Source: an optimization exercise on an open RTL-to-GDS flow (aim: small area, a short achievable clock period and few clock cycles per item). Production flows keep margins and buffers that such runs may drop.
In this exercise RTL edits were held to simulation tests only and were not proved equivalent to the original.
Power is estimated from default activity; no workload was simulated.

run 1:
Design dmme_top, start of the top module:
module dmme_top (
    input  logic  clk_in,
    input  logic  rst,
    input  logic  req,
    output logic  ack,
    input  dmme_data_pkg::elem_t a00,
    input  dmme_data_pkg::elem_t a01,
    input  dmme_data_pkg::elem_t a10,
    input  dmme_data_pkg::elem_t a11,
    input  dmme_data_pkg::elem_t b00,
    input  dmme_data_pkg::elem_t b01,
    input  dmme_data_pkg::elem_t b10,
    input  dmme_data_pkg::elem_t b11,
    output dmme_data_pkg::acc_t  c00,
    output dmme_data_pkg::acc_t  c01,
    output dmme_data_pkg::acc_t  c10,
    output dmme_data_pkg::acc_t  c11
);
For scale: ~1,600 cells after synthesis, about 130 flip-flops, about 140 I/O pins.
==> flow/config.mk <==
export PLATFORM = sky130hd
export DESIGN_NAME = dmme_top
export DESIGN_NICKNAME = dmme_top
export VERILOG_FILES = /design/flow/design.v
export SDC_FILE = /design/flow/constraint.sdc
export NUM_CORES = 4
export LEC_CHECK = 0
export CAP_MARGIN = 20
export CORE_MARGIN = 2
export CORE_UTILIZATION = 60
export PLACE_DENSITY = 0.75
export SETUP_SLACK_MARGIN = 2.9
export SLEW_MARGIN = 20
export SYNTH_HIERARCHICAL = 1
export SYNTH_MINIMUM_KEEP_SIZE = 0
==> flow/constraint.sdc <==
create_clock -name core_clock -period 7.0 [get_ports {clk_in}]
set_input_delay 1.4000 -clock core_clock [delete_from_list [all_inputs] [get_ports {clk_in}]]
set_output_delay 1.4000 -clock core_clock [all_outputs]
set_load 0.01 [all_outputs]
standard.sh (not shown) runs the stock make flow with config.mk's settings and CLKGATE_MAP_FILE= SYNTH_SCRIPT=/design/flow/synth_recipe.tcl, a recipe that flattens the netlist after the stock synthesis.
==> flow/flow/run.sh <==
#!/bin/bash
# The standard layout (standard.sh), with two changes to how it is made:
#  - the resizer may swap a cell for one of another footprint
#    (MATCH_CELL_FOOTPRINT=0; the platform default keeps same-footprint swaps)
#  - the ports are buffered with plain buffers (buf_2) instead of the delay
#    cells buffer_ports picks by default
# If the routed layout then has an antenna violation, the layout is made
# again with the default port buffers.
set -u
try() {
  local tag=$1; shift
  rm -rf orfs out/final.def
  bash standard.sh "$@" finish > "standard_$tag.log" 2>&1
  [ -f out/final.def ] || return 1
  printf 'read_db orfs/results/sky130hd/dmme_top/base/6_final.odb\ncheck_antennas\n' > "ant_$tag.tcl"
  openroad -no_init -exit "ant_$tag.tcl" > "ant_$tag.log" 2>&1
  ! grep -q "Found [1-9][0-9]* net violations" "ant_$tag.log"
}
try buf MATCH_CELL_FOOTPRINT=0 "BUFFER_PORTS_ARGS=-buffer_cell sky130_fd_sc_hd__buf_2" ||
  try std MATCH_CELL_FOOTPRINT=0
Run 1: PASS, flow complete, no timing, DRC or antenna violations
Testbench counts of run 1, summed over its fixed seeds: cycles 3,200, jobs 1,600.
Setup changes, run 1 to run 2
- a change of SETUP_SLACK_MARGIN from 2.9 to 2.8
- a change of PLACE_DENSITY from 0.75 to 0.85
- a change of CORE_UTILIZATION from 60 to 70
==> comparison <==
- Against run 1, the final cell area of run 2 is lower.
- Between run 2 and run 1, the row count is higher for run 1.
- Highest cell delay on the worst timing path: run 2 vs run 1 up 0.05 ns
- Run 2 vs. run 1: number of fill cells went down about 30%; combinational-cell power consumption saw a decrease; area growth from synthesis to layout shows a reduction of 1.5 points.
- Summary: with run 1 as the reference, non-clock buffer count in run 2 moved down by a few percent.
> inputs changed (run 2 -> run 3)
- CTS_BUF_LIST: unset -> sky130_fd_sc_hd__clkbuf_4 sky130_fd_sc_hd__clkbuf_8
- PLACE_DENSITY: 0.85 -> 0.6
- CORE_UTILIZATION: 70 -> 40
Results
- [compare] base=run 2 new=run 3: first-pass GRT wire length held; maximum clock frequency held; minimum clock period after layout held; clock network power share went down 3.3 points; number of placement rows went up 33%.
- Non-clock buffer area fraction after layout: lower on run 2
- First element of the critical path: t01_cy_q -> run 2, t00_cy_q -> run 3
- Summary of run 3 over run 2: area growth from synthesis to final layout went up; maximum level of the CTS H-tree shows no meaningful change; final worst slack now sits at about the same level; via total after detailed routing now smaller; period utilization stayed essentially flat.
Here is what was changed in the inputs of run 4 compared with run 3.
- changing SETUP_SLACK_MARGIN from 2.8 to 3.0
- removing CTS_BUF_LIST (formerly sky130_fd_sc_hd__clkbuf_4 sky130_fd_sc_hd__clkbuf_8)
Notes after the runs:
No run among run 4 and run 3 stopped early or left any final violation; all are clean. [compare] base=run 3 new=run 4: sequential share of layout area went down 0.64 points; number of filler instances in the final layout went down 112; share of power burned in the clock network went up 2.5 points; register area held; combinational group share of total power went down 1.2 points. Between run 4 and run 3, the difference in final cell count is negligible. Run 3 -> run 4: final area increased by a few percent. NOTE routed wire length run 3->run 4 increased slightly. Run 3 has lower total of cells resized after clock tree synthesis than run 4. Of run 4 and run 3, the lower met2 wirelength from detailed routing belongs to run 4. The maximum vdd drop in run 4 is 0.63 times that in run 3.
Setup changes, run 4 to run 5
- SETUP_SLACK_MARGIN changed from 3.0 to 2.8
==> comparison <==
As far as non-clock inverter count in the final layout goes, run 5 and run 4 are indistinguishable; the numbers are identical.
Summary: wire length, run 5 better than run 4
Compared run 4 against run 5; clock tree cell share of total cell area within noise.
Looking at number of antenna repair diodes, run 5 sits 1 higher than run 4 does.

separate check: timing with driven ports:
In the flow no input, the clock included, has a driving cell. The finished layouts below were timed again as built, in two steps. Step 1 assumes that a clkbuf_16 drives the clock port and a buf_2 every other input. Step 2 adds t to the input delays and takes it off the output delays; t is the mean of the earliest and latest rising clock arrival at the registers after step 1. Input paths then give back, and output paths get back, about the clock's delay inside the block. Slacks: ideal ports / drivers / drivers and shift; pairs: ideal ports / drivers.
| run | t, ns | slack for setup (ns) | hold WS [ns] |
|---|---|---|---|
| run 1 | 0.474 | 2.837 / 2.791 / 2.481 | 0.728 / 0.704 / 1.178 |
| run 2 | 0.477 | 2.718 / 2.672 / 2.446 | 0.732 / 0.709 / 1.186 |
| run 3 | 0.524 | 2.717 / 2.670 / 2.469 | 0.675 / 0.649 / 1.173 |
| run 4 | 0.486 | 2.792 / 2.741 / 2.544 | 0.725 / 0.696 / 1.182 |
| run 5 | 0.489 | 2.766 / 2.715 / 2.504 | 0.721 / 0.691 / 1.180 |
After both steps setup and hold are still met in every run listed. For run 1, which loses most, drivers alone change the setup slack by -0.046 ns; drivers and shift together by -0.356 ns.
